Background: an optimization exercise with open tools, aiming at small area. Do not read the settings as production practice. Where RTL was checked, it was by simulation tests only, not by an equivalence proof against the original. Only the layout flow was run in run 1; the RTL was not checked for function there.

==> flow/design.v, too long to show whole: its modules and the start of the top module <==
// module pss_sample_window: 14 lines
// module pss_correlator_lane: 745 lines
// module pss_fa: 10 lines
// module pss_ha: 9 lines
// module pss_nid2_decider: 27 lines
// module pss_detector: 71 lines
module pss_detector (
    input  logic        clk_i,
    input  logic        reset_ni,
    input  logic [15:0] sample_i,           
    input  logic        sample_valid_i,
    input  logic [1:0]  mode_i,             
    input  logic [1:0]  requested_nid2_i,
    output logic [2:0]  result_o            
);
  // ...
==> flow/run.sh <==
#!/bin/bash
# synth_recipe.tcl (not shown) runs the flow's synth.tcl, then flattens the netlist and writes it again
# the make line also repeats each setting of config.mk as NAME=value (left out here)
make -C /OpenROAD-flow-scripts/flow DESIGN_CONFIG=/design/flow/config.mk WORK_HOME=/design/flow/orfs CLKGATE_MAP_FILE= SYNTH_SCRIPT=/design/flow/synth_recipe.tcl finish
==> flow/config.mk <==
export PLATFORM = sky130hd
export DESIGN_NAME = pss_detector
export DESIGN_NICKNAME = pss_detector
export VERILOG_FILES = /design/flow/design.v
export SDC_FILE = /design/flow/constraint.sdc
export NUM_CORES = 4
export LEC_CHECK = 0
export CAP_MARGIN = 20
export CORE_MARGIN = 2
export CORE_UTILIZATION = 75
export CTS_BUF_LIST = sky130_fd_sc_hd__clkbuf_4 sky130_fd_sc_hd__clkbuf_8
export SLEW_MARGIN = 20
export SYNTH_HIERARCHICAL = 1
==> flow/constraint.sdc <==
create_clock -name core_clock -period 11.0 [get_ports {clk_i}]
set_input_delay 2.2000 -clock core_clock [delete_from_list [all_inputs] [get_ports {clk_i}]]
set_output_delay 2.2000 -clock core_clock [all_outputs]
set_load 0.01 [all_outputs]
==> results_dict.tcl, run 1 <==
set metrics [dict create \
    cts_sinks 270 \
    yosysWarnings 8 \
    syn_nets 1796 \
    buffer_area_share_pct 2.05 \
    synthSimpleGateAreaFrac_pct 1.28 \
    gp_congestion 0.852 \
    dominant_cells "multi-input combinational cells" \
    end_kind "flop" \
    synth_xor_area_share_pct 4.16 \
    final_nets 1812 \
    cts_root_buf "clkbuf_8" \
    synth_compound_area_share_pct 14.7 \
    cp_slowest_cell "fa_1" \
    h-tree-depth 2 \
    status "finished clean" \
    crit_buf_inv 3 \
    worst_skew_pair.late_latency_ns 0.54 \
    clkTransAtPathRegs_ns 0.06 \
    r2r_cells 32 \
    syn_inst 1375 \
    critical_path_depth 32 \
    vias_per_cell 5.99 \
    met2_usage_pct 47.2 \
    num_rows 55 \
]
==> module pss_correlator_lane, before the edit <==
module pss_correlator_lane (
    input  logic [255:0] window_i,
    output logic [2:0]   ge_o
);
    wire s1, c2, s3, c4, s5, c6, s7, c8, s9, c10, s11, c12, s13, c14, s15, c16;
    wire s17, c18, s19, c20, s21, c22, s23, c24, s25, c26, s27, c28, s29, c30, s31, c32;
    wire s33, c34, s35, c36, s37, c38, s39, c40, s41, c42, s43, c44, s45, c46, s47, c48;
    wire s49, c50, s51, c52, s53, c54, s55, c56, s57, c58, s59, c60, s61, c62, s63, c64;
    wire s65, c66, s67, c68, s69, c70, s71, c72, s73, c74, s75, c76, s77, c78, s79, c80;
    wire s81, c82, s83, c84, s85, c86, s87, c88, s89, c90, s91, c92, s93, c94, s95, c96;
    wire s97, c98, s99, c100, s101, c102, s103, c104, s105, c106, s107, c108, s109, c110, s111, c112;
    wire s113, c114, s115, c116, s117, c118, s119, c120, s121, c122, s123, c124, s125, c126, s127, c128;
    wire s129, c130, s131, c132, s133, c134, s135, c136, s137, c138, s139, c140, s141, c142, s143, c144;
    wire s145, c146, s147, c148, s149, c150, s151, c152, s153, c154, s155, c156, s157, c158, s159, c160;
    wire s161, c162, s163, c164, s165, c166, s167, c168, s169, c170, s171, c172, s173, c174, s175, c176;
    wire s177, c178, s179, c180, s181, c182, s183, c184, s185, c186, s187, c188, s189, c190, s191, c192;
    wire s193, c194, s195, c196, s197, c198, s199, c200, s201, c202, s203, c204, s205, c206, s207, c208;
    wire s209, c210, s211, c212, s213, c214, s215, c216, s217, c218, s219, c220, s221, c222, s223, c224;
    wire s225, c226, s227, c228, s229, c230, s231, c232, s233, c234, s235, c236, s237, c238, s239, c240;
    wire s241, c242, s243, c244, s245, c246, s247, c248, s249, c250, s251, c252, s253, c254, s255, c256;
    wire s257, c258, s259, c260, s261, c262, s263, c264, s265, c266, s267, c268, s269, c270, s271, c272;
    wire s273, c274, s275, c276, s277, c278, s279, c280, s281, c282, s283, c284, s285, c286, s287, c288;
    wire s289, c290, s291, c292, s293, c294, s295, c296, s297, c298, s299, c300, s301, c302, s303, s305;
    wire c306, s307, c308, s309, c310, s311, c312, s313, c314, s315, c316, s317, c318, s319, c320, s321;
    wire c322, s323, c324, s325, c326, s327, c328, s329, c330, s331, c332, s333, c334, s335, s337, c338;
    wire s339, c340, s341, c342, s343, c344, s345, c346, s347, c348, s349, c350, s351, c352, s353, c354;
    wire s355, c356, s357, c358, s359, c360, s361, c362, s363, c364, s365, c366, s367, s369, c370, s371;
    wire c372, s373, c374, s375, c376, s377, c378, s379, c380, s381, c382, s383, c384, s385, c386, s387;
    wire c388, s389, c390, s391, c392, s393, c394, s395, c396, s397, c398, s399, c400, s401, c402, s403;
    wire c404, s405, c406, s407, c408, s409, c410, s411, c412, s413, c414, s415, c416, s417, c418, s419;
    wire c420, s421, c422, s423, c424, s425, c426, s427, c428, s429, c430, s431, c432, s433, c434, s435;
    wire c436, s437, c438, s439, c440, s441, c442, s443, c444, s445, c446, s447, c448, s449, c450, s451;
    wire c452, s453, c454, s455, c456, s457, c458, s459, c460, s461, c462, s463, c464, s465, c466, s467;
    wire c468, s469, c470, s471, c472, s473, c474, s475, c476, s477, c478, s479, c480, s481, c482, s483;
    wire c484, s485, c486, s487, c488, s489, c490, s491, c492, s493, c494, s495, c496, s497, c498, s499;
    wire c500, s501, c502, s503, c504, s505, c506, s507, c508, s509, c510, s511, c512, s513, c514, s515;
    wire c516, s517, c518, s519, c520, s521, c522, s523, c524, s525, c526, s527, c528, s529, c530, s531;
    wire c532, s533, c534, s535, c536, s537, c538, s539, c540, s541, c542, s543, c544, s545, c546, s547;
    wire c548, s549, c550, s551, c552, s553, c554, s555, c556, s557, c558, s559, c560, s561, c562, s563;
    wire c564, s565, c566, s567, c568, s569, c570, s571, c572, s573, c574, s575, c576, s577, c578, s579;
    wire c580, s581, c582, s583, c584, s585, c586, s587, c588, s589, c590, s591, c592, s593, c594, s595;
    wire c596, s597, c598, s599, c600, s601, c602, s603, c604, s605, c606, s607, c608, s609, c610, s611;
    wire c612, s613, c614, s615, c616, s617, c618, s619, c620, s621, c622, s623, c624, s625, c626, s627;
    wire c628, s629, c630, s631, c632, s633, c634, s635, c636, s637, c638, s639, c640, s641, c642, s643;
    wire c644, s645, c646, s647, c648, s649, c650, s651, c652, s653, c654, s655, c656, s657, c658, s659;
    wire c660, s661, c662, s663, c664, s665, c666, s667, c668, s669, c670, s671, s673, c674, s675, c676;
    wire s677, c678, s679, c680, s681, c682, s683, c684, s685, c686, s687, c688, s689, c690, s691, c692;
    wire s693, c694, s695, c696, s697, c698, s699, c700, s701, c702, s703, s705, c706, s707, c708, s709;
    wire c710, s711, c712, s713, c714, s715, c716, s717, c718, s719, c720, s721, c722, s723, c724, s725;
    wire c726, s727, c728, s729, c730, s731, c732, s733, c734, s735, x737, x738, x739, x740, x741, x742;
    wire x743, x744, x745, x746, x747, x748, x749, x750, x751, x752, x753, x754, x755, x756, x757, x758;
    wire x759, x760, s761, c762, s763, c764, s765, c766, s767, c768, s769, c770, s771, c772, s773, c774;
    wire s775, c776, s777, c778, s779, c780, s781, c782, s783, c784, x832, x833, x834, x835, x836, x837;
    wire x838, x839, x840, x841, x842, x843, x844, x845, x846, x847, x848, x849, x850, x851, x852, x853;
    wire x854, x855, s856, c857, s858, c859, s860, c861, s862, c863, s864, c865, s866, c867, s868, c869;
    wire s870, c871, s872, c873, s874, c875, s876, c877, s878, c879, x927, x928, x929, x930, x931, x932;
    wire x933, x934, x935, x936, x937, x938, x939, x940, x941, x942, x943, x944, x945, x946, x947, x948;
    wire x949, x950, s951, c952, s953, c954, s955, c956, s957, c958, s959, c960, s961, c962, s963, c964;
    wire s965, c966, s967, c968, s969, c970, s971, c972, s973, c974, g785, p786, g787, p788, g789, p790;
    wire g791, p792, g793, p794, g795, p796, g797, p798, g799, p800, g801, p802, g803, p804, g805, p806;
    wire g807, p808, bg809, bp810, bg811, bp812, bg813, bp814, cc815, bg816, bp817, bg818, bp819, bg820, bp821, cc822;
    wire bg823, bp824, bg825, bp826, bg827, bp828, cc829, cc830, ge831, g880, p881, g882, p883, g884, p885, g886;
    wire p887, g888, p889, g890, p891, g892, p893, g894, p895, g896, p897, g898, p899, g900, p901, g902;
    wire p903, bg904, bp905, bg906, bp907, bg908, bp909, cc910, bg911, bp912, bg913, bp914, bg915, bp916, cc917, bg918;
    wire bp919, bg920, bp921, bg922, bp923, cc924, cc925, ge926, g975, p976, g977, p978, g979, p980, g981, p982;
    wire g983, p984, g985, p986, g987, p988, g989, p990, g991, p992, g993, p994, g995, p996, g997, p998;
    wire bg999, bp1000, bg1001, bp1002, bg1003, bp1004, cc1005, bg1006, bp1007, bg1008, bp1009, bg1010, bp1011, cc1012, bg1013, bp1014;
    wire bg1015, bp1016, bg1017, bp1018, cc1019, cc1020, ge1021;
    pss_ha u_s1 (.a(window_i[248]), .b(window_i[104]), .s(s1), .co(c2));
    pss_fa u_s3 (.a(window_i[249]), .b(window_i[105]), .c(c2), .s(s3), .co(c4));
    pss_fa u_s5 (.a(window_i[250]), .b(window_i[106]), .c(c4), .s(s5), .co(c6));
    pss_fa u_s7 (.a(window_i[251]), .b(window_i[107]), .c(c6), .s(s7), .co(c8));
    pss_fa u_s9 (.a(window_i[252]), .b(window_i[108]), .c(c8), .s(s9), .co(c10));
    pss_fa u_s11 (.a(window_i[253]), .b(window_i[109]), .c(c10), .s(s11), .co(c12));
    pss_fa u_s13 (.a(window_i[254]), .b(window_i[110]), .c(c12), .s(s13), .co(c14));
    pss_fa u_s15 (.a(window_i[255]), .b(window_i[111]), .c(c14), .s(s15), .co(c16));
    pss_fa u_s17 (.a(window_i[184]), .b(window_i[88]), .c(window_i[8]), .s(s17), .co(c18));
    pss_fa u_s19 (.a(window_i[216]), .b(window_i[136]), .c(~s17), .s(s19), .co(c20));
    pss_fa u_s21 (.a(window_i[185]), .b(window_i[89]), .c(window_i[9]), .s(s21), .co(c22));
    pss_fa u_s23 (.a(window_i[217]), .b(window_i[137]), .c(~c18), .s(s23), .co(c24));
    pss_fa u_s25 (.a(~s21), .b(c20), .c(s23), .s(s25), .co(c26));
    pss_fa u_s27 (.a(window_i[186]), .b(window_i[90]), .c(window_i[10]), .s(s27), .co(c28));
    pss_fa u_s29 (.a(window_i[218]), .b(window_i[138]), .c(~c22), .s(s29), .co(c30));
    pss_fa u_s31 (.a(~s27), .b(c24), .c(s29), .s(s31), .co(c32));
    assign s33 = c26 ^ s31;
    assign c34 = c26 | s31;
    pss_fa u_s35 (.a(window_i[187]), .b(window_i[91]), .c(window_i[11]), .s(s35), .co(c36));
    pss_fa u_s37 (.a(window_i[219]), .b(window_i[139]), .c(~c28), .s(s37), .co(c38));
    pss_fa u_s39 (.a(~s35), .b(c30), .c(s37), .s(s39), .co(c40));
    pss_fa u_s41 (.a(c32), .b(s39), .c(c34), .s(s41), .co(c42));
    pss_fa u_s43 (.a(window_i[188]), .b(window_i[92]), .c(window_i[12]), .s(s43), .co(c44));
    pss_fa u_s45 (.a(window_i[220]), .b(window_i[140]), .c(~c36), .s(s45), .co(c46));
    pss_fa u_s47 (.a(~s43), .b(c38), .c(s45), .s(s47), .co(c48));
    pss_fa u_s49 (.a(c40), .b(s47), .c(c42), .s(s49), .co(c50));
    pss_fa u_s51 (.a(window_i[189]), .b(window_i[93]), .c(window_i[13]), .s(s51), .co(c52));
    pss_fa u_s53 (.a(window_i[221]), .b(window_i[141]), .c(~c44), .s(s53), .co(c54));
    pss_fa u_s55 (.a(~s51), .b(c46), .c(s53), .s(s55), .co(c56));
    pss_fa u_s57 (.a(c48), .b(s55), .c(c50), .s(s57), .co(c58));
    pss_fa u_s59 (.a(window_i[190]), .b(window_i[94]), .c(window_i[14]), .s(s59), .co(c60));
    pss_fa u_s61 (.a(window_i[222]), .b(window_i[142]), .c(~c52), .s(s61), .co(c62));
    pss_fa u_s63 (.a(~s59), .b(c54), .c(s61), .s(s63), .co(c64));
    pss_fa u_s65 (.a(c56), .b(s63), .c(c58), .s(s65), .co(c66));
    pss_fa u_s67 (.a(window_i[191]), .b(window_i[95]), .c(window_i[15]), .s(s67), .co(c68));
    pss_fa u_s69 (.a(window_i[223]), .b(window_i[143]), .c(~c60), .s(s69), .co(c70));
    pss_fa u_s71 (.a(~s67), .b(c62), .c(s69), .s(s71), .co(c72));
    pss_fa u_s73 (.a(c64), .b(s71), .c(c66), .s(s73), .co(c74));
    pss_fa u_s75 (.a(~c68), .b(c70), .c(c72), .s(s75), .co(c76));
    assign s77 = c74 ^ s75;
    assign c78 = c74 | s75;
    assign s79 = c76 ^ c78;
    assign c80 = c76 | c78;
    pss_fa u_s81 (.a(window_i[168]), .b(window_i[120]), .c(window_i[40]), .s(s81), .co(c82));
    pss_fa u_s83 (.a(window_i[200]), .b(window_i[152]), .c(~s81), .s(s83), .co(c84));
    pss_fa u_s85 (.a(window_i[169]), .b(window_i[121]), .c(window_i[41]), .s(s85), .co(c86));
    pss_fa u_s87 (.a(window_i[201]), .b(window_i[153]), .c(~c82), .s(s87), .co(c88));
    pss_fa u_s89 (.a(~s85), .b(c84), .c(s87), .s(s89), .co(c90));
    pss_fa u_s91 (.a(window_i[170]), .b(window_i[122]), .c(window_i[42]), .s(s91), .co(c92));
    pss_fa u_s93 (.a(window_i[202]), .b(window_i[154]), .c(~c86), .s(s93), .co(c94));
    pss_fa u_s95 (.a(~s91), .b(c88), .c(s93), .s(s95), .co(c96));
    assign s97 = c90 ^ s95;
    assign c98 = c90 | s95;
    pss_fa u_s99 (.a(window_i[171]), .b(window_i[123]), .c(window_i[43]), .s(s99), .co(c100));
    pss_fa u_s101 (.a(window_i[203]), .b(window_i[155]), .c(~c92), .s(s101), .co(c102));
    pss_fa u_s103 (.a(~s99), .b(c94), .c(s101), .s(s103), .co(c104));
    pss_fa u_s105 (.a(c96), .b(s103), .c(c98), .s(s105), .co(c106));
    pss_fa u_s107 (.a(window_i[172]), .b(window_i[124]), .c(window_i[44]), .s(s107), .co(c108));
    pss_fa u_s109 (.a(window_i[204]), .b(window_i[156]), .c(~c100), .s(s109), .co(c110));
    pss_fa u_s111 (.a(~s107), .b(c102), .c(s109), .s(s111), .co(c112));
    pss_fa u_s113 (.a(c104), .b(s111), .c(c106), .s(s113), .co(c114));
    pss_fa u_s115 (.a(window_i[173]), .b(window_i[125]), .c(window_i[45]), .s(s115), .co(c116));
    pss_fa u_s117 (.a(window_i[205]), .b(window_i[157]), .c(~c108), .s(s117), .co(c118));
    pss_fa u_s119 (.a(~s115), .b(c110), .c(s117), .s(s119), .co(c120));
    pss_fa u_s121 (.a(c112), .b(s119), .c(c114), .s(s121), .co(c122));
    pss_fa u_s123 (.a(window_i[174]), .b(window_i[126]), .c(window_i[46]), .s(s123), .co(c124));
    pss_fa u_s125 (.a(window_i[206]), .b(window_i[158]), .c(~c116), .s(s125), .co(c126));
    pss_fa u_s127 (.a(~s123), .b(c118), .c(s125), .s(s127), .co(c128));
    pss_fa u_s129 (.a(c120), .b(s127), .c(c122), .s(s129), .co(c130));
    pss_fa u_s131 (.a(window_i[175]), .b(window_i[127]), .c(window_i[47]), .s(s131), .co(c132));
    pss_fa u_s133 (.a(window_i[207]), .b(window_i[159]), .c(~c124), .s(s133), .co(c134));
    pss_fa u_s135 (.a(~s131), .b(c126), .c(s133), .s(s135), .co(c136));
    pss_fa u_s137 (.a(c128), .b(s135), .c(c130), .s(s137), .co(c138));
    pss_fa u_s139 (.a(~c132), .b(c134), .c(c136), .s(s139), .co(c140));
    assign s141 = c138 ^ s139;
    assign c142 = c138 | s139;
    assign s143 = c140 ^ c142;
    assign c144 = c140 | c142;
    pss_fa u_s145 (.a(window_i[232]), .b(window_i[72]), .c(window_i[56]), .s(s145), .co(c146));
    pss_ha u_s147 (.a(~window_i[24]), .b(s145), .s(s147), .co(c148));
    pss_fa u_s149 (.a(window_i[233]), .b(window_i[73]), .c(window_i[57]), .s(s149), .co(c150));
    pss_fa u_s151 (.a(~window_i[25]), .b(c146), .c(s149), .s(s151), .co(c152));
    pss_ha u_s153 (.a(c148), .b(s151), .s(s153), .co(c154));
    pss_fa u_s155 (.a(window_i[234]), .b(window_i[74]), .c(window_i[58]), .s(s155), .co(c156));
    pss_fa u_s157 (.a(~window_i[26]), .b(c150), .c(s155), .s(s157), .co(c158));
    pss_fa u_s159 (.a(c152), .b(s157), .c(c154), .s(s159), .co(c160));
    pss_fa u_s161 (.a(window_i[235]), .b(window_i[75]), .c(window_i[59]), .s(s161), .co(c162));
    pss_fa u_s163 (.a(~window_i[27]), .b(c156), .c(s161), .s(s163), .co(c164));
    pss_fa u_s165 (.a(c158), .b(s163), .c(c160), .s(s165), .co(c166));
    pss_fa u_s167 (.a(window_i[236]), .b(window_i[76]), .c(window_i[60]), .s(s167), .co(c168));
    pss_fa u_s169 (.a(~window_i[28]), .b(c162), .c(s167), .s(s169), .co(c170));
    pss_fa u_s171 (.a(c164), .b(s169), .c(c166), .s(s171), .co(c172));
    pss_fa u_s173 (.a(window_i[237]), .b(window_i[77]), .c(window_i[61]), .s(s173), .co(c174));
    pss_fa u_s175 (.a(~window_i[29]), .b(c168), .c(s173), .s(s175), .co(c176));
    pss_fa u_s177 (.a(c170), .b(s175), .c(c172), .s(s177), .co(c178));
    pss_fa u_s179 (.a(window_i[238]), .b(window_i[78]), .c(window_i[62]), .s(s179), .co(c180));
    pss_fa u_s181 (.a(~window_i[30]), .b(c174), .c(s179), .s(s181), .co(c182));
    pss_fa u_s183 (.a(c176), .b(s181), .c(c178), .s(s183), .co(c184));
    pss_fa u_s185 (.a(window_i[239]), .b(window_i[79]), .c(window_i[63]), .s(s185), .co(c186));
    pss_fa u_s187 (.a(~window_i[31]), .b(c180), .c(s185), .s(s187), .co(c188));
    pss_fa u_s189 (.a(c182), .b(s187), .c(c184), .s(s189), .co(c190));
    pss_fa u_s191 (.a(c186), .b(c188), .c(c190), .s(s191), .co(c192));
    pss_ha u_s193 (.a(s1), .b(s83), .s(s193), .co(c194));
    pss_fa u_s195 (.a(s3), .b(c194), .c(s89), .s(s195), .co(c196));
    pss_fa u_s197 (.a(s5), .b(~s97), .c(c196), .s(s197), .co(c198));
    pss_fa u_s199 (.a(s7), .b(s105), .c(c198), .s(s199), .co(c200));
    pss_fa u_s201 (.a(s9), .b(s113), .c(c200), .s(s201), .co(c202));
    pss_fa u_s203 (.a(s11), .b(s121), .c(c202), .s(s203), .co(c204));
    pss_fa u_s205 (.a(s13), .b(s129), .c(c204), .s(s205), .co(c206));
    pss_fa u_s207 (.a(s15), .b(s137), .c(c206), .s(s207), .co(c208));
    pss_fa u_s209 (.a(c16), .b(~s141), .c(c208), .s(s209), .co(c210));
    pss_ha u_s211 (.a(~s143), .b(c210), .s(s211), .co(c212));
    pss_ha u_s213 (.a(c144), .b(c212), .s(s213), .co(c214));
    pss_ha u_s215 (.a(s19), .b(s147), .s(s215), .co(c216));
    pss_fa u_s217 (.a(s153), .b(c216), .c(s25), .s(s217), .co(c218));
    pss_fa u_s219 (.a(~s33), .b(s159), .c(c218), .s(s219), .co(c220));
    pss_fa u_s221 (.a(s41), .b(s165), .c(c220), .s(s221), .co(c222));
    pss_fa u_s223 (.a(s49), .b(s171), .c(c222), .s(s223), .co(c224));
    pss_fa u_s225 (.a(s57), .b(s177), .c(c224), .s(s225), .co(c226));
    pss_fa u_s227 (.a(s65), .b(s183), .c(c226), .s(s227), .co(c228));
    pss_fa u_s229 (.a(s73), .b(s189), .c(c228), .s(s229), .co(c230));
    pss_fa u_s231 (.a(~s77), .b(s191), .c(c230), .s(s231), .co(c232));
    pss_fa u_s233 (.a(c192), .b(~s79), .c(c232), .s(s233), .co(c234));
    pss_ha u_s235 (.a(c80), .b(c234), .s(s235), .co(c236));
    pss_ha u_s237 (.a(s83), .b(s147), .s(s237), .co(c238));
    pss_fa u_s239 (.a(s153), .b(c238), .c(s89), .s(s239), .co(c240));
    pss_fa u_s241 (.a(~s97), .b(s159), .c(c240), .s(s241), .co(c242));
    pss_fa u_s243 (.a(s105), .b(s165), .c(c242), .s(s243), .co(c244));
    pss_fa u_s245 (.a(s113), .b(s171), .c(c244), .s(s245), .co(c246));
    pss_fa u_s247 (.a(s121), .b(s177), .c(c246), .s(s247), .co(c248));
    pss_fa u_s249 (.a(s129), .b(s183), .c(c248), .s(s249), .co(c250));
    pss_fa u_s251 (.a(s137), .b(s189), .c(c250), .s(s251), .co(c252));
    pss_fa u_s253 (.a(~s141), .b(s191), .c(c252), .s(s253), .co(c254));
    pss_fa u_s255 (.a(c192), .b(~s143), .c(c254), .s(s255), .co(c256));
    pss_ha u_s257 (.a(c144), .b(c256), .s(s257), .co(c258));
    assign s259 = s193 ^ s215;
    assign c260 = s193 | s215;
    pss_fa u_s261 (.a(c260), .b(s195), .c(s217), .s(s261), .co(c262));
    pss_fa u_s263 (.a(s197), .b(s219), .c(c262), .s(s263), .co(c264));
    assign s265 = s261 ^ s263;
    assign c266 = s261 | s263;
    pss_fa u_s267 (.a(s199), .b(s221), .c(c264), .s(s267), .co(c268));
    assign s269 = c266 ^ s267;
    assign c270 = c266 | s267;
    pss_fa u_s271 (.a(s201), .b(s223), .c(c268), .s(s271), .co(c272));
    assign s273 = c270 ^ s271;
    assign c274 = c270 | s271;
    pss_fa u_s275 (.a(s203), .b(s225), .c(c272), .s(s275), .co(c276));
    assign s277 = c274 ^ s275;
    assign c278 = c274 | s275;
    pss_fa u_s279 (.a(s205), .b(s227), .c(c276), .s(s279), .co(c280));
    assign s281 = c278 ^ s279;
    assign c282 = c278 | s279;
    pss_fa u_s283 (.a(s207), .b(s229), .c(c280), .s(s283), .co(c284));
    assign s285 = c282 ^ s283;
    assign c286 = c282 | s283;
    pss_fa u_s287 (.a(s209), .b(s231), .c(c284), .s(s287), .co(c288));
    assign s289 = c286 ^ s287;
    assign c290 = c286 | s287;
    pss_fa u_s291 (.a(s211), .b(s233), .c(c288), .s(s291), .co(c292));
    pss_ha u_s293 (.a(c290), .b(s291), .s(s293), .co(c294));
    pss_fa u_s295 (.a(s213), .b(s235), .c(c292), .s(s295), .co(c296));
    pss_ha u_s297 (.a(c294), .b(s295), .s(s297), .co(c298));
    pss_fa u_s299 (.a(c214), .b(c236), .c(c296), .s(s299), .co(c300));
    pss_ha u_s301 (.a(c298), .b(s299), .s(s301), .co(c302));
    assign s303 = c300 ^ c302;
    pss_ha u_s305 (.a(s193), .b(~s215), .s(s305), .co(c306));
    pss_fa u_s307 (.a(c306), .b(s195), .c(~s217), .s(s307), .co(c308));
    pss_fa u_s309 (.a(s197), .b(~s219), .c(c308), .s(s309), .co(c310));
    pss_fa u_s311 (.a(s199), .b(~s221), .c(c310), .s(s311), .co(c312));
    pss_fa u_s313 (.a(s201), .b(~s223), .c(c312), .s(s313), .co(c314));
    pss_fa u_s315 (.a(s203), .b(~s225), .c(c314), .s(s315), .co(c316));
    pss_fa u_s317 (.a(s205), .b(~s227), .c(c316), .s(s317), .co(c318));
    pss_fa u_s319 (.a(s207), .b(~s229), .c(c318), .s(s319), .co(c320));
    pss_fa u_s321 (.a(s209), .b(~s231), .c(c320), .s(s321), .co(c322));
    pss_fa u_s323 (.a(s211), .b(c322), .c(s321), .s(s323), .co(c324));
    pss_ha u_s325 (.a(~s233), .b(s323), .s(s325), .co(c326));
    pss_fa u_s327 (.a(s213), .b(~s235), .c(c324), .s(s327), .co(c328));
    pss_ha u_s329 (.a(c326), .b(s327), .s(s329), .co(c330));
    pss_fa u_s331 (.a(c214), .b(~c236), .c(c328), .s(s331), .co(c332));
    pss_ha u_s333 (.a(c330), .b(s331), .s(s333), .co(c334));
    assign s335 = c332 ^ c334;
    assign s337 = s261 ^ s237;
    assign c338 = s261 & s237;
    pss_fa u_s339 (.a(s239), .b(c338), .c(s265), .s(s339), .co(c340));
    pss_fa u_s341 (.a(s241), .b(s269), .c(c340), .s(s341), .co(c342));
    pss_fa u_s343 (.a(s243), .b(s273), .c(c342), .s(s343), .co(c344));
    pss_fa u_s345 (.a(s245), .b(s277), .c(c344), .s(s345), .co(c346));
    pss_fa u_s347 (.a(s247), .b(s281), .c(c346), .s(s347), .co(c348));
    pss_fa u_s349 (.a(s249), .b(s285), .c(c348), .s(s349), .co(c350));
    pss_fa u_s351 (.a(s251), .b(s289), .c(c350), .s(s351), .co(c352));
    pss_fa u_s353 (.a(s253), .b(c352), .c(s351), .s(s353), .co(c354));
    assign s355 = s293 ^ ~s353;
    assign c356 = s293 | ~s353;
    pss_fa u_s357 (.a(s255), .b(~s297), .c(c354), .s(s357), .co(c358));
    assign s359 = c356 ^ ~s357;
    assign c360 = c356 | ~s357;
    pss_fa u_s361 (.a(s257), .b(~s301), .c(c358), .s(s361), .co(c362));
    assign s363 = c360 ^ ~s361;
    assign c364 = c360 | ~s361;
    pss_fa u_s365 (.a(c258), .b(~s303), .c(c362), .s(s365), .co(c366));
    assign s367 = c364 ^ ~s365;
    pss_ha u_s369 (.a(window_i[240]), .b(window_i[96]), .s(s369), .co(c370));
    pss_fa u_s371 (.a(window_i[241]), .b(window_i[97]), .c(c370), .s(s371), .co(c372));
    pss_fa u_s373 (.a(window_i[242]), .b(window_i[98]), .c(c372), .s(s373), .co(c374));
    pss_fa u_s375 (.a(window_i[243]), .b(window_i[99]), .c(c374), .s(s375), .co(c376));
    pss_fa u_s377 (.a(window_i[244]), .b(window_i[100]), .c(c376), .s(s377), .co(c378));
    pss_fa u_s379 (.a(window_i[245]), .b(window_i[101]), .c(c378), .s(s379), .co(c380));
    pss_fa u_s381 (.a(window_i[246]), .b(window_i[102]), .c(c380), .s(s381), .co(c382));
    pss_fa u_s383 (.a(window_i[247]), .b(window_i[103]), .c(c382), .s(s383), .co(c384));
    pss_fa u_s385 (.a(window_i[176]), .b(window_i[80]), .c(window_i[0]), .s(s385), .co(c386));
    pss_fa u_s387 (.a(window_i[208]), .b(window_i[128]), .c(~s385), .s(s387), .co(c388));
    pss_fa u_s389 (.a(window_i[177]), .b(window_i[81]), .c(window_i[1]), .s(s389), .co(c390));
    pss_fa u_s391 (.a(window_i[209]), .b(window_i[129]), .c(~c386), .s(s391), .co(c392));
    pss_fa u_s393 (.a(~s389), .b(c388), .c(s391), .s(s393), .co(c394));
    pss_fa u_s395 (.a(window_i[178]), .b(window_i[82]), .c(window_i[2]), .s(s395), .co(c396));
    pss_fa u_s397 (.a(window_i[210]), .b(window_i[130]), .c(~c390), .s(s397), .co(c398));
    pss_fa u_s399 (.a(~s395), .b(c392), .c(s397), .s(s399), .co(c400));
    assign s401 = c394 ^ s399;
    assign c402 = c394 | s399;
    pss_fa u_s403 (.a(window_i[179]), .b(window_i[83]), .c(window_i[3]), .s(s403), .co(c404));
    pss_fa u_s405 (.a(window_i[211]), .b(window_i[131]), .c(~c396), .s(s405), .co(c406));
    pss_fa u_s407 (.a(~s403), .b(c398), .c(s405), .s(s407), .co(c408));
    pss_fa u_s409 (.a(c400), .b(s407), .c(c402), .s(s409), .co(c410));
    pss_fa u_s411 (.a(window_i[180]), .b(window_i[84]), .c(window_i[4]), .s(s411), .co(c412));
    pss_fa u_s413 (.a(window_i[212]), .b(window_i[132]), .c(~c404), .s(s413), .co(c414));
    pss_fa u_s415 (.a(~s411), .b(c406), .c(s413), .s(s415), .co(c416));
    pss_fa u_s417 (.a(c408), .b(s415), .c(c410), .s(s417), .co(c418));
    pss_fa u_s419 (.a(window_i[181]), .b(window_i[85]), .c(window_i[5]), .s(s419), .co(c420));
    pss_fa u_s421 (.a(window_i[213]), .b(window_i[133]), .c(~c412), .s(s421), .co(c422));
    pss_fa u_s423 (.a(~s419), .b(c414), .c(s421), .s(s423), .co(c424));
    pss_fa u_s425 (.a(c416), .b(s423), .c(c418), .s(s425), .co(c426));
    pss_fa u_s427 (.a(window_i[182]), .b(window_i[86]), .c(window_i[6]), .s(s427), .co(c428));
    pss_fa u_s429 (.a(window_i[214]), .b(window_i[134]), .c(~c420), .s(s429), .co(c430));
    pss_fa u_s431 (.a(~s427), .b(c422), .c(s429), .s(s431), .co(c432));
    pss_fa u_s433 (.a(c424), .b(s431), .c(c426), .s(s433), .co(c434));
    pss_fa u_s435 (.a(window_i[183]), .b(window_i[87]), .c(window_i[7]), .s(s435), .co(c436));
    pss_fa u_s437 (.a(window_i[215]), .b(window_i[135]), .c(~c428), .s(s437), .co(c438));
    pss_fa u_s439 (.a(~s435), .b(c430), .c(s437), .s(s439), .co(c440));
    pss_fa u_s441 (.a(c432), .b(s439), .c(c434), .s(s441), .co(c442));
    pss_fa u_s443 (.a(~c436), .b(c438), .c(c440), .s(s443), .co(c444));
    assign s445 = c442 ^ s443;
    assign c446 = c442 | s443;
    assign s447 = c444 ^ c446;
    assign c448 = c444 | c446;
    pss_fa u_s449 (.a(window_i[160]), .b(window_i[112]), .c(window_i[32]), .s(s449), .co(c450));
    pss_fa u_s451 (.a(window_i[192]), .b(window_i[144]), .c(~s449), .s(s451), .co(c452));
    pss_fa u_s453 (.a(window_i[161]), .b(window_i[113]), .c(window_i[33]), .s(s453), .co(c454));
    pss_fa u_s455 (.a(window_i[193]), .b(window_i[145]), .c(~c450), .s(s455), .co(c456));
    pss_fa u_s457 (.a(~s453), .b(c452), .c(s455), .s(s457), .co(c458));
    pss_fa u_s459 (.a(window_i[162]), .b(window_i[114]), .c(window_i[34]), .s(s459), .co(c460));
    pss_fa u_s461 (.a(window_i[194]), .b(window_i[146]), .c(~c454), .s(s461), .co(c462));
    pss_fa u_s463 (.a(~s459), .b(c456), .c(s461), .s(s463), .co(c464));
    assign s465 = c458 ^ s463;
    assign c466 = c458 | s463;
    pss_fa u_s467 (.a(window_i[163]), .b(window_i[115]), .c(window_i[35]), .s(s467), .co(c468));
    pss_fa u_s469 (.a(window_i[195]), .b(window_i[147]), .c(~c460), .s(s469), .co(c470));
    pss_fa u_s471 (.a(~s467), .b(c462), .c(s469), .s(s471), .co(c472));
    pss_fa u_s473 (.a(c464), .b(s471), .c(c466), .s(s473), .co(c474));
    pss_fa u_s475 (.a(window_i[164]), .b(window_i[116]), .c(window_i[36]), .s(s475), .co(c476));
    pss_fa u_s477 (.a(window_i[196]), .b(window_i[148]), .c(~c468), .s(s477), .co(c478));
    pss_fa u_s479 (.a(~s475), .b(c470), .c(s477), .s(s479), .co(c480));
    pss_fa u_s481 (.a(c472), .b(s479), .c(c474), .s(s481), .co(c482));
    pss_fa u_s483 (.a(window_i[165]), .b(window_i[117]), .c(window_i[37]), .s(s483), .co(c484));
    pss_fa u_s485 (.a(window_i[197]), .b(window_i[149]), .c(~c476), .s(s485), .co(c486));
    pss_fa u_s487 (.a(~s483), .b(c478), .c(s485), .s(s487), .co(c488));
    pss_fa u_s489 (.a(c480), .b(s487), .c(c482), .s(s489), .co(c490));
    pss_fa u_s491 (.a(window_i[166]), .b(window_i[118]), .c(window_i[38]), .s(s491), .co(c492));
    pss_fa u_s493 (.a(window_i[198]), .b(window_i[150]), .c(~c484), .s(s493), .co(c494));
    pss_fa u_s495 (.a(~s491), .b(c486), .c(s493), .s(s495), .co(c496));
    pss_fa u_s497 (.a(c488), .b(s495), .c(c490), .s(s497), .co(c498));
    pss_fa u_s499 (.a(window_i[167]), .b(window_i[119]), .c(window_i[39]), .s(s499), .co(c500));
    pss_fa u_s501 (.a(window_i[199]), .b(window_i[151]), .c(~c492), .s(s501), .co(c502));
    pss_fa u_s503 (.a(~s499), .b(c494), .c(s501), .s(s503), .co(c504));
    pss_fa u_s505 (.a(c496), .b(s503), .c(c498), .s(s505), .co(c506));
    pss_fa u_s507 (.a(~c500), .b(c502), .c(c504), .s(s507), .co(c508));
    assign s509 = c506 ^ s507;
    assign c510 = c506 | s507;
    assign s511 = c508 ^ c510;
    assign c512 = c508 | c510;
    pss_fa u_s513 (.a(window_i[224]), .b(window_i[64]), .c(window_i[48]), .s(s513), .co(c514));
    pss_ha u_s515 (.a(~window_i[16]), .b(s513), .s(s515), .co(c516));
    pss_fa u_s517 (.a(window_i[225]), .b(window_i[65]), .c(window_i[49]), .s(s517), .co(c518));
    pss_fa u_s519 (.a(~window_i[17]), .b(c514), .c(s517), .s(s519), .co(c520));
    pss_ha u_s521 (.a(c516), .b(s519), .s(s521), .co(c522));
    pss_fa u_s523 (.a(window_i[226]), .b(window_i[66]), .c(window_i[50]), .s(s523), .co(c524));
    pss_fa u_s525 (.a(~window_i[18]), .b(c518), .c(s523), .s(s525), .co(c526));
    pss_fa u_s527 (.a(c520), .b(s525), .c(c522), .s(s527), .co(c528));
    pss_fa u_s529 (.a(window_i[227]), .b(window_i[67]), .c(window_i[51]), .s(s529), .co(c530));
    pss_fa u_s531 (.a(~window_i[19]), .b(c524), .c(s529), .s(s531), .co(c532));
    pss_fa u_s533 (.a(c526), .b(s531), .c(c528), .s(s533), .co(c534));
    pss_fa u_s535 (.a(window_i[228]), .b(window_i[68]), .c(window_i[52]), .s(s535), .co(c536));
    pss_fa u_s537 (.a(~window_i[20]), .b(c530), .c(s535), .s(s537), .co(c538));
    pss_fa u_s539 (.a(c532), .b(s537), .c(c534), .s(s539), .co(c540));
    pss_fa u_s541 (.a(window_i[229]), .b(window_i[69]), .c(window_i[53]), .s(s541), .co(c542));
    pss_fa u_s543 (.a(~window_i[21]), .b(c536), .c(s541), .s(s543), .co(c544));
    pss_fa u_s545 (.a(c538), .b(s543), .c(c540), .s(s545), .co(c546));
    pss_fa u_s547 (.a(window_i[230]), .b(window_i[70]), .c(window_i[54]), .s(s547), .co(c548));
    pss_fa u_s549 (.a(~window_i[22]), .b(c542), .c(s547), .s(s549), .co(c550));
    pss_fa u_s551 (.a(c544), .b(s549), .c(c546), .s(s551), .co(c552));
    pss_fa u_s553 (.a(window_i[231]), .b(window_i[71]), .c(window_i[55]), .s(s553), .co(c554));
    pss_fa u_s555 (.a(~window_i[23]), .b(c548), .c(s553), .s(s555), .co(c556));
    pss_fa u_s557 (.a(c550), .b(s555), .c(c552), .s(s557), .co(c558));
    pss_fa u_s559 (.a(c554), .b(c556), .c(c558), .s(s559), .co(c560));
    pss_ha u_s561 (.a(s369), .b(s451), .s(s561), .co(c562));
    pss_fa u_s563 (.a(s371), .b(c562), .c(s457), .s(s563), .co(c564));
    pss_fa u_s565 (.a(s373), .b(~s465), .c(c564), .s(s565), .co(c566));
    pss_fa u_s567 (.a(s375), .b(s473), .c(c566), .s(s567), .co(c568));
    pss_fa u_s569 (.a(s377), .b(s481), .c(c568), .s(s569), .co(c570));
    pss_fa u_s571 (.a(s379), .b(s489), .c(c570), .s(s571), .co(c572));
    pss_fa u_s573 (.a(s381), .b(s497), .c(c572), .s(s573), .co(c574));
    pss_fa u_s575 (.a(s383), .b(s505), .c(c574), .s(s575), .co(c576));
    pss_fa u_s577 (.a(c384), .b(~s509), .c(c576), .s(s577), .co(c578));
    pss_ha u_s579 (.a(~s511), .b(c578), .s(s579), .co(c580));
    pss_ha u_s581 (.a(c512), .b(c580), .s(s581), .co(c582));
    pss_ha u_s583 (.a(s387), .b(s515), .s(s583), .co(c584));
    pss_fa u_s585 (.a(s521), .b(c584), .c(s393), .s(s585), .co(c586));
    pss_fa u_s587 (.a(~s401), .b(s527), .c(c586), .s(s587), .co(c588));
    pss_fa u_s589 (.a(s409), .b(s533), .c(c588), .s(s589), .co(c590));
    pss_fa u_s591 (.a(s417), .b(s539), .c(c590), .s(s591), .co(c592));
    pss_fa u_s593 (.a(s425), .b(s545), .c(c592), .s(s593), .co(c594));
    pss_fa u_s595 (.a(s433), .b(s551), .c(c594), .s(s595), .co(c596));
    pss_fa u_s597 (.a(s441), .b(s557), .c(c596), .s(s597), .co(c598));
    pss_fa u_s599 (.a(~s445), .b(s559), .c(c598), .s(s599), .co(c600));
    pss_fa u_s601 (.a(c560), .b(~s447), .c(c600), .s(s601), .co(c602));
    pss_ha u_s603 (.a(c448), .b(c602), .s(s603), .co(c604));
    pss_ha u_s605 (.a(s451), .b(s515), .s(s605), .co(c606));
    pss_fa u_s607 (.a(s521), .b(c606), .c(s457), .s(s607), .co(c608));
    pss_fa u_s609 (.a(~s465), .b(s527), .c(c608), .s(s609), .co(c610));
    pss_fa u_s611 (.a(s473), .b(s533), .c(c610), .s(s611), .co(c612));
    pss_fa u_s613 (.a(s481), .b(s539), .c(c612), .s(s613), .co(c614));
    pss_fa u_s615 (.a(s489), .b(s545), .c(c614), .s(s615), .co(c616));
    pss_fa u_s617 (.a(s497), .b(s551), .c(c616), .s(s617), .co(c618));
    pss_fa u_s619 (.a(s505), .b(s557), .c(c618), .s(s619), .co(c620));
    pss_fa u_s621 (.a(~s509), .b(s559), .c(c620), .s(s621), .co(c622));
    pss_fa u_s623 (.a(c560), .b(~s511), .c(c622), .s(s623), .co(c624));
    pss_ha u_s625 (.a(c512), .b(c624), .s(s625), .co(c626));
    assign s627 = s561 ^ s583;
    assign c628 = s561 | s583;
    pss_fa u_s629 (.a(c628), .b(s563), .c(s585), .s(s629), .co(c630));
    pss_fa u_s631 (.a(s565), .b(s587), .c(c630), .s(s631), .co(c632));
    assign s633 = s629 ^ s631;
    assign c634 = s629 | s631;
    pss_fa u_s635 (.a(s567), .b(s589), .c(c632), .s(s635), .co(c636));
    assign s637 = c634 ^ s635;
    assign c638 = c634 | s635;
    pss_fa u_s639 (.a(s569), .b(s591), .c(c636), .s(s639), .co(c640));
    assign s641 = c638 ^ s639;
    assign c642 = c638 | s639;
    pss_fa u_s643 (.a(s571), .b(s593), .c(c640), .s(s643), .co(c644));
    assign s645 = c642 ^ s643;
    assign c646 = c642 | s643;
    pss_fa u_s647 (.a(s573), .b(s595), .c(c644), .s(s647), .co(c648));
    assign s649 = c646 ^ s647;
    assign c650 = c646 | s647;
    pss_fa u_s651 (.a(s575), .b(s597), .c(c648), .s(s651), .co(c652));
    assign s653 = c650 ^ s651;
    assign c654 = c650 | s651;
    pss_fa u_s655 (.a(s577), .b(s599), .c(c652), .s(s655), .co(c656));
    assign s657 = c654 ^ s655;
    assign c658 = c654 | s655;
    pss_fa u_s659 (.a(s579), .b(s601), .c(c656), .s(s659), .co(c660));
    pss_ha u_s661 (.a(c658), .b(s659), .s(s661), .co(c662));
    pss_fa u_s663 (.a(s581), .b(s603), .c(c660), .s(s663), .co(c664));
    pss_ha u_s665 (.a(c662), .b(s663), .s(s665), .co(c666));
    pss_fa u_s667 (.a(c582), .b(c604), .c(c664), .s(s667), .co(c668));
    pss_ha u_s669 (.a(c666), .b(s667), .s(s669), .co(c670));
    assign s671 = c668 ^ c670;
    pss_ha u_s673 (.a(s561), .b(~s583), .s(s673), .co(c674));
    pss_fa u_s675 (.a(c674), .b(s563), .c(~s585), .s(s675), .co(c676));
    pss_fa u_s677 (.a(s565), .b(~s587), .c(c676), .s(s677), .co(c678));
    pss_fa u_s679 (.a(s567), .b(~s589), .c(c678), .s(s679), .co(c680));
    pss_fa u_s681 (.a(s569), .b(~s591), .c(c680), .s(s681), .co(c682));
    pss_fa u_s683 (.a(s571), .b(~s593), .c(c682), .s(s683), .co(c684));
    pss_fa u_s685 (.a(s573), .b(~s595), .c(c684), .s(s685), .co(c686));
    pss_fa u_s687 (.a(s575), .b(~s597), .c(c686), .s(s687), .co(c688));
    pss_fa u_s689 (.a(s577), .b(~s599), .c(c688), .s(s689), .co(c690));
    pss_fa u_s691 (.a(s579), .b(c690), .c(s689), .s(s691), .co(c692));
    pss_ha u_s693 (.a(~s601), .b(s691), .s(s693), .co(c694));
    pss_fa u_s695 (.a(s581), .b(~s603), .c(c692), .s(s695), .co(c696));
    pss_ha u_s697 (.a(c694), .b(s695), .s(s697), .co(c698));
    pss_fa u_s699 (.a(c582), .b(~c604), .c(c696), .s(s699), .co(c700));
    pss_ha u_s701 (.a(c698), .b(s699), .s(s701), .co(c702));
    assign s703 = c700 ^ c702;
    assign s705 = s629 ^ s605;
    assign c706 = s629 & s605;
    pss_fa u_s707 (.a(s607), .b(c706), .c(s633), .s(s707), .co(c708));
    pss_fa u_s709 (.a(s609), .b(s637), .c(c708), .s(s709), .co(c710));
    pss_fa u_s711 (.a(s611), .b(s641), .c(c710), .s(s711), .co(c712));
    pss_fa u_s713 (.a(s613), .b(s645), .c(c712), .s(s713), .co(c714));
    pss_fa u_s715 (.a(s615), .b(s649), .c(c714), .s(s715), .co(c716));
    pss_fa u_s717 (.a(s617), .b(s653), .c(c716), .s(s717), .co(c718));
    pss_fa u_s719 (.a(s619), .b(s657), .c(c718), .s(s719), .co(c720));
    pss_fa u_s721 (.a(s621), .b(c720), .c(s719), .s(s721), .co(c722));
    assign s723 = s661 ^ ~s721;
    assign c724 = s661 | ~s721;
    pss_fa u_s725 (.a(s623), .b(~s665), .c(c722), .s(s725), .co(c726));
    assign s727 = c724 ^ ~s725;
    assign c728 = c724 | ~s725;
    pss_fa u_s729 (.a(s625), .b(~s669), .c(c726), .s(s729), .co(c730));
    assign s731 = c728 ^ ~s729;
    assign c732 = c728 | ~s729;
    pss_fa u_s733 (.a(c626), .b(~s671), .c(c730), .s(s733), .co(c734));
    assign s735 = c732 ^ ~s733;
    assign x737 = s259 ^ s303;
    assign x738 = s261 ^ s303;
    assign x739 = s265 ^ s303;
    assign x740 = s269 ^ s303;
    assign x741 = s273 ^ s303;
    assign x742 = s277 ^ s303;
    assign x743 = s281 ^ s303;
    assign x744 = s285 ^ s303;
    assign x745 = s289 ^ s303;
    assign x746 = s293 ^ s303;
    assign x747 = s297 ^ s303;
    assign x748 = s301 ^ s303;
    assign x749 = s627 ^ s671;
    assign x750 = s629 ^ s671;
    assign x751 = s633 ^ s671;
    assign x752 = s637 ^ s671;
    assign x753 = s641 ^ s671;
    assign x754 = s645 ^ s671;
    assign x755 = s649 ^ s671;
    assign x756 = s653 ^ s671;
    assign x757 = s657 ^ s671;
    assign x758 = s661 ^ s671;
    assign x759 = s665 ^ s671;
    assign x760 = s669 ^ s671;
    pss_fa u_s761 (.a(s303), .b(s671), .c(~x737), .s(s761), .co(c762));
    pss_ha u_s763 (.a(x738), .b(x750), .s(s763), .co(c764));
    pss_ha u_s765 (.a(x739), .b(x751), .s(s765), .co(c766));
    pss_ha u_s767 (.a(x740), .b(x752), .s(s767), .co(c768));
    assign s769 = x741 ^ x753;
    assign c770 = x741 | x753;
    pss_ha u_s771 (.a(x742), .b(x754), .s(s771), .co(c772));
    assign s773 = x743 ^ x755;
    assign c774 = x743 | x755;
    pss_ha u_s775 (.a(x744), .b(x756), .s(s775), .co(c776));
    assign s777 = x745 ^ x757;
    assign c778 = x745 | x757;
    assign s779 = x746 ^ x758;
    assign c780 = x746 & x758;
    assign s781 = x747 ^ x759;
    assign c782 = x747 | x759;
    assign s783 = x748 ^ x760;
    assign c784 = x748 & x760;
    assign x832 = s259 ^ s367;
    assign x833 = s337 ^ s367;
    assign x834 = s339 ^ s367;
    assign x835 = s341 ^ s367;
    assign x836 = s343 ^ s367;
    assign x837 = s345 ^ s367;
    assign x838 = s347 ^ s367;
    assign x839 = s349 ^ s367;
    assign x840 = s351 ^ s367;
    assign x841 = s355 ^ s367;
    assign x842 = s359 ^ s367;
    assign x843 = s363 ^ s367;
    assign x844 = s627 ^ s735;
    assign x845 = s705 ^ s735;
    assign x846 = s707 ^ s735;
    assign x847 = s709 ^ s735;
    assign x848 = s711 ^ s735;
    assign x849 = s713 ^ s735;
    assign x850 = s715 ^ s735;
    assign x851 = s717 ^ s735;
    assign x852 = s719 ^ s735;
    assign x853 = s723 ^ s735;
    assign x854 = s727 ^ s735;
    assign x855 = s731 ^ s735;
    pss_fa u_s856 (.a(s367), .b(s735), .c(~x832), .s(s856), .co(c857));
    pss_ha u_s858 (.a(x833), .b(x845), .s(s858), .co(c859));
    pss_ha u_s860 (.a(x834), .b(x846), .s(s860), .co(c861));
    pss_ha u_s862 (.a(x835), .b(x847), .s(s862), .co(c863));
    assign s864 = x836 ^ x848;
    assign c865 = x836 | x848;
    pss_ha u_s866 (.a(x837), .b(x849), .s(s866), .co(c867));
    assign s868 = x838 ^ x850;
    assign c869 = x838 | x850;
    pss_ha u_s870 (.a(x839), .b(x851), .s(s870), .co(c871));
    assign s872 = x840 ^ x852;
    assign c873 = x840 & x852;
    assign s874 = x841 ^ x853;
    assign c875 = x841 | x853;
    pss_ha u_s876 (.a(x842), .b(x854), .s(s876), .co(c877));
    assign s878 = x843 ^ x855;
    assign c879 = x843 | x855;
    assign x927 = s305 ^ s335;
    assign x928 = s307 ^ s335;
    assign x929 = s309 ^ s335;
    assign x930 = s311 ^ s335;
    assign x931 = s313 ^ s335;
    assign x932 = s315 ^ s335;
    assign x933 = s317 ^ s335;
    assign x934 = s319 ^ s335;
    assign x935 = s321 ^ s335;
    assign x936 = s325 ^ s335;
    assign x937 = s329 ^ s335;
    assign x938 = s333 ^ s335;
    assign x939 = s673 ^ s703;
    assign x940 = s675 ^ s703;
    assign x941 = s677 ^ s703;
    assign x942 = s679 ^ s703;
    assign x943 = s681 ^ s703;
    assign x944 = s683 ^ s703;
    assign x945 = s685 ^ s703;
    assign x946 = s687 ^ s703;
    assign x947 = s689 ^ s703;
    assign x948 = s693 ^ s703;
    assign x949 = s697 ^ s703;
    assign x950 = s701 ^ s703;
    pss_fa u_s951 (.a(s335), .b(s703), .c(x927), .s(s951), .co(c952));
    assign s953 = x928 ^ x940;
    assign c954 = x928 | x940;
    assign s955 = x929 ^ x941;
    assign c956 = x929 | x941;
    assign s957 = x930 ^ x942;
    assign c958 = x930 | x942;
    assign s959 = x931 ^ x943;
    assign c960 = x931 & x943;
    assign s961 = x932 ^ x944;
    assign c962 = x932 | x944;
    assign s963 = x933 ^ x945;
    assign c964 = x933 & x945;
    assign s965 = x934 ^ x946;
    assign c966 = x934 | x946;
    assign s967 = x935 ^ x947;
    assign c968 = x935 | x947;
    assign s969 = x936 ^ x948;
    assign c970 = x936 & x948;
    assign s971 = x937 ^ x949;
    assign c972 = x937 | x949;
    assign s973 = x938 ^ x950;
    assign c974 = x938 & x950;
    assign g785 = x749 & ~s761;
    assign p786 = x749 | ~s761;
    assign g787 = ~c762 & s763;
    assign p788 = ~c762 | s763;
    assign g789 = c764 & s765;
    assign p790 = c764 | s765;
    assign g791 = c766 & s767;
    assign p792 = c766 | s767;
    assign g793 = c768 & ~s769;
    assign p794 = c768 | ~s769;
    assign g795 = c770 & s771;
    assign p796 = c770 | s771;
    assign g797 = c772 & ~s773;
    assign p798 = c772 | ~s773;
    assign g799 = c774 & s775;
    assign p800 = c774 | s775;
    assign g801 = c776 & ~s777;
    assign p802 = c776 | ~s777;
    assign g803 = c778 & ~s779;
    assign p804 = c778 | ~s779;
    assign g805 = ~c780 & s781;
    assign p806 = ~c780 | s781;
    assign g807 = ~c782 & ~s783;
    assign p808 = ~c782 | ~s783;
    assign bg809 = g787 | (p788 & g785);
    assign bp810 = p788 & p786;
    assign bg811 = g789 | (p790 & bg809);
    assign bp812 = p790 & bp810;
    assign bg813 = g791 | (p792 & bg811);
    assign bp814 = p792 & bp812;
    assign cc815 = bg813 | (bp814 & 1'b0);
    assign bg816 = g795 | (p796 & g793);
    assign bp817 = p796 & p794;
    assign bg818 = g797 | (p798 & bg816);
    assign bp819 = p798 & bp817;
    assign bg820 = g799 | (p800 & bg818);
    assign bp821 = p800 & bp819;
    assign cc822 = bg820 | (bp821 & cc815);
    assign bg823 = g803 | (p804 & g801);
    assign bp824 = p804 & p802;
    assign bg825 = g805 | (p806 & bg823);
    assign bp826 = p806 & bp824;
    assign bg827 = g807 | (p808 & bg825);
    assign bp828 = p808 & bp826;
    assign cc829 = bg827 | (bp828 & cc822);
    assign cc830 = ~c784 | (1'b1 & cc829);
    assign ge831 = cc830;
    assign g880 = x844 & ~s856;
    assign p881 = x844 | ~s856;
    assign g882 = ~c857 & s858;
    assign p883 = ~c857 | s858;
    assign g884 = c859 & s860;
    assign p885 = c859 | s860;
    assign g886 = c861 & s862;
    assign p887 = c861 | s862;
    assign g888 = c863 & ~s864;
    assign p889 = c863 | ~s864;
    assign g890 = c865 & s866;
    assign p891 = c865 | s866;
    assign g892 = c867 & ~s868;
    assign p893 = c867 | ~s868;
    assign g894 = c869 & s870;
    assign p895 = c869 | s870;
    assign g896 = c871 & ~s872;
    assign p897 = c871 | ~s872;
    assign g898 = ~c873 & ~s874;
    assign p899 = ~c873 | ~s874;
    assign g900 = c875 & s876;
    assign p901 = c875 | s876;
    assign g902 = c877 & ~s878;
    assign p903 = c877 | ~s878;
    assign bg904 = g882 | (p883 & g880);
    assign bp905 = p883 & p881;
    assign bg906 = g884 | (p885 & bg904);
    assign bp907 = p885 & bp905;
    assign bg908 = g886 | (p887 & bg906);
    assign bp909 = p887 & bp907;
    assign cc910 = bg908 | (bp909 & 1'b0);
    assign bg911 = g890 | (p891 & g888);
    assign bp912 = p891 & p889;
    assign bg913 = g892 | (p893 & bg911);
    assign bp914 = p893 & bp912;
    assign bg915 = g894 | (p895 & bg913);
    assign bp916 = p895 & bp914;
    assign cc917 = bg915 | (bp916 & cc910);
    assign bg918 = g898 | (p899 & g896);
    assign bp919 = p899 & p897;
    assign bg920 = g900 | (p901 & bg918);
    assign bp921 = p901 & bp919;
    assign bg922 = g902 | (p903 & bg920);
    assign bp923 = p903 & bp921;
    assign cc924 = bg922 | (bp923 & cc917);
    assign cc925 = c879 | (1'b1 & cc924);
    assign ge926 = cc925;
    assign g975 = ~x939 & ~s951;
    assign p976 = ~x939 | ~s951;
    assign g977 = ~c952 & s953;
    assign p978 = ~c952 | s953;
    assign g979 = ~c954 & s955;
    assign p980 = ~c954 | s955;
    assign g981 = ~c956 & s957;
    assign p982 = ~c956 | s957;
    assign g983 = ~c958 & ~s959;
    assign p984 = ~c958 | ~s959;
    assign g985 = ~c960 & s961;
    assign p986 = ~c960 | s961;
    assign g987 = ~c962 & ~s963;
    assign p988 = ~c962 | ~s963;
    assign g989 = ~c964 & s965;
    assign p990 = ~c964 | s965;
    assign g991 = ~c966 & ~s967;
    assign p992 = ~c966 | ~s967;
    assign g993 = c968 & ~s969;
    assign p994 = c968 | ~s969;
    assign g995 = ~c970 & s971;
    assign p996 = ~c970 | s971;
    assign g997 = ~c972 & ~s973;
    assign p998 = ~c972 | ~s973;
    assign bg999 = g977 | (p978 & g975);
    assign bp1000 = p978 & p976;
    assign bg1001 = g979 | (p980 & bg999);
    assign bp1002 = p980 & bp1000;
    assign bg1003 = g981 | (p982 & bg1001);
    assign bp1004 = p982 & bp1002;
    assign cc1005 = bg1003 | (bp1004 & 1'b0);
    assign bg1006 = g985 | (p986 & g983);
    assign bp1007 = p986 & p984;
    assign bg1008 = g987 | (p988 & bg1006);
    assign bp1009 = p988 & bp1007;
    assign bg1010 = g989 | (p990 & bg1008);
    assign bp1011 = p990 & bp1009;
    assign cc1012 = bg1010 | (bp1011 & cc1005);
    assign bg1013 = g993 | (p994 & g991);
    assign bp1014 = p994 & p992;
    assign bg1015 = g995 | (p996 & bg1013);
    assign bp1016 = p996 & bp1014;
    assign bg1017 = g997 | (p998 & bg1015);
    assign bp1018 = p998 & bp1016;
    assign cc1019 = bg1017 | (bp1018 & cc1012);
    assign cc1020 = ~c974 | (1'b1 & cc1019);
    assign ge1021 = cc1020;
    assign ge_o = {ge1021, ge926, ge831};
endmodule
==> run 2, diff against run 1 <==
--- a/flow/design.v
+++ b/flow/design.v
@@ -264,8 +264,7 @@
     pss_fa u_s331 (.a(c214), .b(~c236), .c(c328), .s(s331), .co(c332));
     pss_ha u_s333 (.a(c330), .b(s331), .s(s333), .co(c334));
     assign s335 = c332 ^ c334;
-    assign s337 = s261 ^ s237;
-    assign c338 = s261 & s237;
+    pss_ha u_s337 (.a(s261), .b(s237), .s(s337), .co(c338));
     pss_fa u_s339 (.a(s239), .b(c338), .c(s265), .s(s339), .co(c340));
     pss_fa u_s341 (.a(s241), .b(s269), .c(c340), .s(s341), .co(c342));
     pss_fa u_s343 (.a(s243), .b(s273), .c(c342), .s(s343), .co(c344));
@@ -466,8 +465,7 @@
     pss_fa u_s699 (.a(c582), .b(~c604), .c(c696), .s(s699), .co(c700));
     pss_ha u_s701 (.a(c698), .b(s699), .s(s701), .co(c702));
     assign s703 = c700 ^ c702;
-    assign s705 = s629 ^ s605;
-    assign c706 = s629 & s605;
+    pss_ha u_s705 (.a(s629), .b(s605), .s(s705), .co(c706));
     pss_fa u_s707 (.a(s607), .b(c706), .c(s633), .s(s707), .co(c708));
     pss_fa u_s709 (.a(s609), .b(s637), .c(c708), .s(s709), .co(c710));
     pss_fa u_s711 (.a(s611), .b(s641), .c(c710), .s(s711), .co(c712));
@@ -522,12 +520,10 @@
     pss_ha u_s775 (.a(x744), .b(x756), .s(s775), .co(c776));
     assign s777 = x745 ^ x757;
     assign c778 = x745 | x757;
-    assign s779 = x746 ^ x758;
-    assign c780 = x746 & x758;
+    pss_ha u_s779 (.a(x746), .b(x758), .s(s779), .co(c780));
     assign s781 = x747 ^ x759;
     assign c782 = x747 | x759;
-    assign s783 = x748 ^ x760;
-    assign c784 = x748 & x760;
+    pss_ha u_s783 (.a(x748), .b(x760), .s(s783), .co(c784));
     assign x832 = s259 ^ s367;
     assign x833 = s337 ^ s367;
     assign x834 = s339 ^ s367;
@@ -562,8 +558,7 @@
     assign s868 = x838 ^ x850;
     assign c869 = x838 | x850;
     pss_ha u_s870 (.a(x839), .b(x851), .s(s870), .co(c871));
-    assign s872 = x840 ^ x852;
-    assign c873 = x840 & x852;
+    pss_ha u_s872 (.a(x840), .b(x852), .s(s872), .co(c873));
     assign s874 = x841 ^ x853;
     assign c875 = x841 | x853;
     pss_ha u_s876 (.a(x842), .b(x854), .s(s876), .co(c877));
@@ -600,22 +595,18 @@
     assign c956 = x929 | x941;
     assign s957 = x930 ^ x942;
     assign c958 = x930 | x942;
-    assign s959 = x931 ^ x943;
-    assign c960 = x931 & x943;
+    pss_ha u_s959 (.a(x931), .b(x943), .s(s959), .co(c960));
     assign s961 = x932 ^ x944;
     assign c962 = x932 | x944;
-    assign s963 = x933 ^ x945;
-    assign c964 = x933 & x945;
+    pss_ha u_s963 (.a(x933), .b(x945), .s(s963), .co(c964));
     assign s965 = x934 ^ x946;
     assign c966 = x934 | x946;
     assign s967 = x935 ^ x947;
     assign c968 = x935 | x947;
-    assign s969 = x936 ^ x948;
-    assign c970 = x936 & x948;
+    pss_ha u_s969 (.a(x936), .b(x948), .s(s969), .co(c970));
     assign s971 = x937 ^ x949;
     assign c972 = x937 | x949;
-    assign s973 = x938 ^ x950;
-    assign c974 = x938 & x950;
+    pss_ha u_s973 (.a(x938), .b(x950), .s(s973), .co(c974));
     assign g785 = x749 & ~s761;
     assign p786 = x749 | ~s761;
     assign g787 = ~c762 & s763;
--- a/flow/config.mk
+++ b/flow/config.mk
@@ -7,7 +7,6 @@
 export LEC_CHECK = 0
 export CAP_MARGIN = 20
 export CORE_MARGIN = 2
-export CORE_UTILIZATION = 75
-export CTS_BUF_LIST = sky130_fd_sc_hd__clkbuf_4 sky130_fd_sc_hd__clkbuf_8
+export CORE_UTILIZATION = 60
 export SLEW_MARGIN = 20
 export SYNTH_HIERARCHICAL = 1
==> run 2 against run 1 <==
Against the previous run:
- cell area increased by 1.4%
- register-to-register slack improved by 0.05 ns
- flip-flop and latch count unchanged
- core utilization decreased by 16 points
- first-iteration DRC count decreased by 22%
- synthesized cell count unchanged
- critical path depth unchanged
- sequential share of layout area decreased by 0.40 points
- highest routed layer unchanged
==> results_dict.tcl, run 2 <==
set metrics [dict create \
    status "finished clean" \
    yosysWarnings 8 \
    fin_crit_sh_pct 96.7 \
    reg2reg_to "code0_q[1]" \
    post-dp-hpwl_mm 26.6 \
    grt_pass1_wl_mm 56.9 \
    setup_viol 0 \
    clock.fmax_mhz 94.0 \
    r2r_start "window_q[233]" \
    antenna_found_initial 0 \
    netlist.area_leader.share_pct 33.9 \
    hold_buffers 0 \
    h-tree-depth 1 \
    routedWlPerCell_um 19.2 \
    worst_skew_pair.late_latency_ns 0.55 \
    wirelength_mm 34.3 \
    yosysTopAreaCell "fa_1" \
    clkTransAtPathRegs_ns 0.06 \
    hold_end "code2_q[0]" \
    hold_viol 0 \
    yosysUniqueCellTypes 40 \
    synth_flop_cell "dfxtp_1" \
    syn2layout_area_growth_pct 9.50 \
    ioPinCount 26 \
    met2_usage_pct 41.4 \
    largest_reg_flops 256 \
    top_register "window_q" \
    drtAntennaViolNets 0 \
    drv_cap 0 \
    most-common-layout-cells "270 x dfxtp_1, 254 x fa_1, 225 x a22o_1, 198 x inv_1, 97 x ha_1" \
    cp.arrival_ns 11.05 \
    start_util_pct 60.8 \
    cts_buffer_depth 3 \
    antenna_cells 0 \
    port_buffers 25 \
    vias_per_cell 5.59 \
    drv_slew 0 \
    syn_nets 1796 \
    fill_cells 2184 \
    cp_slowest_cell "fa_1" \
    cts_sinks 270 \
    hp-class "flop to flop" \
    syn-cell-area_um2 17400 \
    worst_slew_pin_slew_ns 1.07 \
    drive_gt1_share_pct 8.51 \
    numCtsBuffers 29 \
    critPathLaunchType "flop" \
    slowest_delay_ns 0.59 \
    vias 9960 \
    synth-seq-cells 270 \
    end_kind "flop" \
    r2r_slack_ns 0.36 \
    synthArstFlopShare_pct 0 \
    r2r_cells 32 \
    first_global_vias 10800 \
    core_um2 28600 \
    yosysMostFrequentCell "fa_1" \
    use_met1_pct 32.4 \
    final_nets 1801 \
    max_slew_margin_pct 28.4 \
    gr-usage-all-layers_pct 23.7 \
    syn_inst 1375 \
    cts_root_buf "clkbuf_16" \
    grt_max_degree 192 \
    grt-ovfl-total 0 \
    drc 0 \
    drt_iter0_markers 480 \
    synth_common_cells "295 x fa_1, 270 x dfxtp_1, 225 x a22o_1" \
    final_common_cell "dfxtp_1" \
    num_rows 62 \
    yosysSeqAreaShare_pct 31.1 \
    fin_crit_ns 10.64 \
    design_area_um2 19100 \
    holdPathStages 1 \
    min_from "code1_q[0]" \
    avgSynthCellArea_um2 12.7 \
    die_x_um 174 \
    ys_top_cells_by_area "fa_1 34%, dfxtp_1 31%, a22o_1 11%" \
    synth_edf_count 0 \
    cp_max_fo 7 \
    dpl-instance-area_um2 17900 \
    skew_ns 0.0168 \
    largestRegisters "window_q: 256 flops, prev_q: 3 flops" \
    die_area_um2 30400 \
    path_class "flop to flop" \
    first_pass_iters 9 \
    cts_tree "yes" \
    tns_ns 0 \
    grt_busiest_layer "met2" \
    required_ns 11.41 \
    die_height_um 174 \
    gp_congestion 0.835 \
    cpMostUsedCell "fa_1" \
    gr-usage-met3_pct 2.38 \
]
-- run 2: cell types whose count changed in the layout (fill, tap and decap cells not counted), sizes merged, moves of 3 or more --
cell,delta
clkbuf,-20
maj3,-4
buf,+3
inv,-3
nor3,+3
-- run 2: logic make-up after synthesis --
family / Yosys count / share of synthesized area (%)
adders and majority gates: 403 / 41.6
AOI/OAI and AO/OA: 293 / 14.7
buffers and inverters: 272 / 6.61
and+or+nand+nor: 51 / 1.54
DFF: 270 / 31.1
muxes: 5 / 0.288
xor gates and xnor gates: 81 / 4.12
-- run 2: layout make-up --
| class | count | area [µm²] | area share [%] |
|---|---|---|---|
| sequential | 270 | 5410 | 28.4 |
| multi-input combinational | 833 | 11100 | 58.1 |
| timing repair buffer | 45 | 420 | 2.21 |
| clock buffer | 44 | 832 | 4.37 |
| tap | 384 | 480 | 2.52 |
| inverter | 201 | 757 | 3.97 |
| clock inverter | 6 | 82.6 | 0.433 |
-- run 2: per-module statistics from Yosys, one instance, submodules excluded --
module | flops+latches | area (µm²) | copies in the design | cells inside
pss_sample_window | 0 | 2600 | 1 | 317
pss_fa | 0 | 20.0 | 295 | 1
pss_correlator_lane | 0 | 2550 | 1 | 402
pss_ha | 0 | 12.5 | 54 | 1
pss_nid2_decider | 0 | 85.1 | 1 | 12
pss_detector | 270 | 5570 | 1 | 295
-- run 2: what timing repair did --
item / 4_1_cts / 5_1_grt
buffers inserted: 0 / 9
pin swaps: 0 / 16
gates resized for setup: 3 / 53
endpoints found under the setup margin: 1 / 3
hold endpoints to repair: 0 / 0
-- run 2: worst max path at each step --
stage / endpoint / slack [ns] / depth (start not counted) / start
after CTS: code0_q[1] / 0.008 / 33 / window_q[168]
after floorplan: code0_q[1] / 0.17 / 34 / window_q[168]
after global routing: code0_q[1] / -0.02 / 35 / window_q[169]
after detailed placement: code0_q[1] / -0.01 / 33 / window_q[168]
after global placement: code0_q[1] / 0.21 / 33 / window_q[184]
final: code0_q[1] / 0.36 / 32 / window_q[233]
-- run 2: routing by layer --
metal  vias to the layer above  wire length (µm)
li1                       4674                 -
met1                      5116             14900
met2                       127             17800
met3                        43               971
met4                         0               691
met5                         -                 0
-- run 2: through the flow --
stage                     std cells  setup slack [ns]  hold WS, ns  utilization (%)
final                          1783             0.365        0.417             66.6
after floorplan                1375             0.171        0.386                -
after global placement         1724             0.213        0.398             62.4
after CTS                      1774           0.00781        0.421             65.6
after global routing           1783           -0.0184        0.435             66.6
after detailed placement       1724          -0.00979        0.395             62.4
-- run 2: critical path, delay by kind of cell (launching register included) --
kind                       cells  cell delay [ns]
AOI/OAI and AO/OA              2             0.63
adders and majority gates     20             8.36
buffers and inverters          3             0.33
and+or+nand+nor                4             0.43
DFF                            1             0.36
xor gates and xnor gates       3             0.41

-- what the ideal ports hide --
In the flow no input, the clock included, has a driving cell. The finished layouts below were timed again as built, in two steps.
Step 1, drivers: a clkbuf_16 drives clk_i and a buf_2 each remaining input, both assumed.
Step 2 adds t to the input delays and takes it off the output delays; t is the mean of the earliest and latest rising clock arrival at the registers after step 1. Input paths then give back, and output paths get back, about the clock's delay inside the block.
Slacks: ideal / step 1 / step 2; pairs: ideal / step 1.
run | t (ns) | slack for setup (ns) | worst hold slack (ns) | worst data-port slew with drivers (ns) | cell pins on the clock port's net
run 1 | 0.575 | 0.314 / 0.314 / 0.314 | 0.427 / 0.427 / 0.427 | 0.06 | 1
run 2 | 0.592 | 0.365 / 0.365 / 0.365 | 0.417 / 0.417 / 0.417 | 0.04 | 1
After both steps every run listed still meets setup and hold.
